Background: an optimization exercise with open tools, aiming at small area, a short achievable clock period and few clock cycles. Do not read the settings as production practice. In this exercise RTL edits were held to simulation tests only and were not proved equivalent to the original.

// nash_sutcliffe_efficiency_top
module nash_sutcliffe_efficiency_top #(
	parameter int MAX_SAMPLES = nse_pkg::MAX_SAMPLES_DEF,
	parameter int SAMPLE_BITS = nse_pkg::SAMPLE_BITS_DEF
) (
	input  logic                              clk,
	input  logic                              arst_n,
	input  logic                              s_tvalid,
	output logic                              s_tready,
	input  logic [nse_pkg::IN_DATA_W-1:0]     s_tdata,    
	input  logic                              s_tlast,    
	output logic                              m_tvalid,
	input  logic                              m_tready,
	output logic [nse_pkg::EFF_W-1:0]         m_tdata,    
	output logic [nse_pkg::STAT_W-1:0]        m_tuser,    
	input  logic                              psel,
	input  logic                              penable,
	input  logic                              pwrite,
	input  logic [nse_pkg::APB_ADDR_W-1:0]    paddr,
	input  logic [nse_pkg::APB_DATA_W-1:0]    pwdata,
	output logic [nse_pkg::APB_DATA_W-1:0]    prdata,
	output logic                              pready
);
Size: roughly 4400 cells after synthesis, about 540 flip-flops, about 140 I/O pins.
export LEC_CHECK = 0
export CAP_MARGIN = 20
export CORE_MARGIN = 2
export CORE_UTILIZATION = 40
export SLEW_MARGIN = 20
create_clock -name core_clock -period 12.0 [get_ports {clk}]
standard.sh (not shown) runs the stock make flow with config.mk's settings and CLKGATE_MAP_FILE= SYNTH_SCRIPT=/design/flow/synth_recipe.tcl, a recipe that flattens the netlist after the stock synthesis.
==> flow/flow/run.sh <==
#!/bin/bash
# The standard layout (the standard.sh, standard synthesis included), with timing repair
# asked to leave setup slack beyond the clock period's: ORFS's repair_timing reads the
# margin from SETUP_SLACK_MARGIN. The clock, the constraints and every other step are the
# standard flow's.
set -euo pipefail
export SETUP_SLACK_MARGIN=7.5
bash standard.sh > standard_flow.log 2>&1
The baseline ran to the end with no violations.
Testbench counts at the start, summed over its fixed seeds: cycles 17,133.
Then changed:
==> flow/run.sh (new file) <==
#!/bin/bash
# synth_recipe.tcl (not shown) runs the flow's synth.tcl, then flattens the netlist and writes it again
# the make line also repeats each setting of config.mk as NAME=value (left out here)
make -C /OpenROAD-flow-scripts/flow DESIGN_CONFIG=/design/flow/config.mk WORK_HOME=/design/flow/orfs CLKGATE_MAP_FILE= SYNTH_SCRIPT=/design/flow/synth_recipe.tcl finish
removed: flow/flow/run.sh
removed: flow/standard.sh
Outcome:
- maximum frequency shrinks by a quarter to a third
- final area went down slightly
- register-to-register slack gets worse by 1.5 ns

* * *

Setup of north:
Another version of the RTL of nash_sutcliffe_efficiency_top (not shown whole).
Size in the first run: ~4400 cells after synthesis, roughly 140 I/O pins, ~41000 um2 of cells after synthesis.
Settings: LEC_CHECK=0, CAP_MARGIN=20, CORE_MARGIN=2, CORE_UTILIZATION=40, SLEW_MARGIN=20; clock period 12.0 ns.
==> flow/flow/run.sh <==
#!/bin/bash
# The standard layout (the standard.sh, standard synthesis included) with these layout
# choices:
#  - after the standard synthesis, flow/fa_polarity.py removes inverters between full-adder
#    cells: a full adder is self-dual, so feeding it complemented inputs complements its
#    outputs; it picks adder polarities that need fewer inverters. Registers and every other
#    cell stay as synthesized. The synthesized netlist is kept as 1_2_yosys.standard.v.
#  - timing repair is asked to leave setup slack beyond the clock period's (ORFS's
#    repair_timing reads the margin from SETUP_SLACK_MARGIN);
#  - the port buffers that buffer_ports puts on every input and output are plain buffers
#    (sky130_fd_sc_hd__buf_2, which repair may resize) instead of its default delay cell.
# The clock, the constraints and every other step are the standard flow's.
set -euo pipefail
export SETUP_SLACK_MARGIN=8.1
export BUFFER_PORTS_ARGS="-buffer_cell sky130_fd_sc_hd__buf_2"
R=orfs/results/${FLOW_PLATFORM}/nash_sutcliffe_efficiency_top/base
bash standard.sh synth > standard_synth.log 2>&1
cp "$R/1_2_yosys.v" "$R/1_2_yosys.standard.v"
python3 flow/fa_polarity.py "$R/1_2_yosys.standard.v" "$R/1_2_yosys.v" > fa_polarity.log 2>&1
rm -f "$R/1_synth.odb" "$R/1_synth.sdc"
bash standard.sh > standard_flow.log 2>&1
Other scripts of this flow, unchanged in this note and not shown: flow/flow/fa_polarity.py
The final layout from north, which completed every stage, passed the timing, design-rule and antenna checks at the end of the flow.
Testbench counts of north, summed over its fixed seeds: cycles 16,641.
Relative to north, the following input files were edited for south:
Settings: putting CTS_CLUSTER_SIZE at 14 where nothing was set; putting CTS_CLUSTER_DIAMETER at 60 where nothing was set; putting CTS_BUF_LIST at sky130_fd_sc_hd__clkbuf_8 where nothing was set.
-- flow/flow/run.sh --
<<< north, line 12
# The clock, the constraints and every other step are the standard flow's.
set -euo pipefail
export SETUP_SLACK_MARGIN=8.1
export BUFFER_PORTS_ARGS="-buffer_cell sky130_fd_sc_hd__buf_2"
R=orfs/results/${FLOW_PLATFORM}/nash_sutcliffe_efficiency_top/base
>>> south, line 12
# The clock, the constraints and every other step are the standard flow's.
set -euo pipefail
export SETUP_SLACK_MARGIN=7.9
export BUFFER_PORTS_ARGS="-buffer_cell sky130_fd_sc_hd__buf_2"
R=orfs/results/${FLOW_PLATFORM}/nash_sutcliffe_efficiency_top/base
## What came out
- south finished end to end and its layout was clean on timing, DRC and antenna.
- Comparing north with south, the post-route worst hold slack came out essentially unchanged.
- Lower aggregate routed wire length was reported by south, not north.
- Final number of hold-violating endpoints: north vs south identical
- south against north; number of DRC violations after detailed-routing iteration 0 is up by more than 10%.
- Summary of south over north: buffers inserted during post-CTS setup optimization moved down, final net count moved down.
- TritonCTS buffer count in south is 15% lower than in north
- Summary of south over north: cell area now sits lower, clock skew now sits higher, critical path required time now sits higher.

what the ideal ports hide:
No port has a modelled driver above. Below, the same layouts with a new extraction and two added sets of constraints.
Step 1: set_driving_cell puts a clkbuf_16 on clk and a buf_2 on each other input, an assumption about the parent block.
Step 2 moves the port delays by t, midway between the first and last clock arrival at a register: inputs arrive t later, outputs are due t later. That takes back most of the time a late clock gives input paths.
a / b / c = ideal / step 1 / step 2; a / b = the first two.
| run | t (ns) | slack for setup (ns) | worst setup path after step 2 | latest minus earliest clock arrival (ns) |
|---|---|---|---|---|
| the first run of note 1 | 0.678 | 7.599 / 7.535 / 7.648 | register to register | 0.030 / 0.030 |
| the second run of note 1 | 0.663 | 6.141 / 6.141 / 6.141 | register to register | 0.024 / 0.023 |
| north | 0.728 | 8.043 / 8.043 / 8.043 | register to register | 0.032 / 0.032 |
| south | 0.785 | 7.962 / 7.962 / 7.962 | register to register | 0.059 / 0.059 |
After both steps every run listed still meets setup and hold.
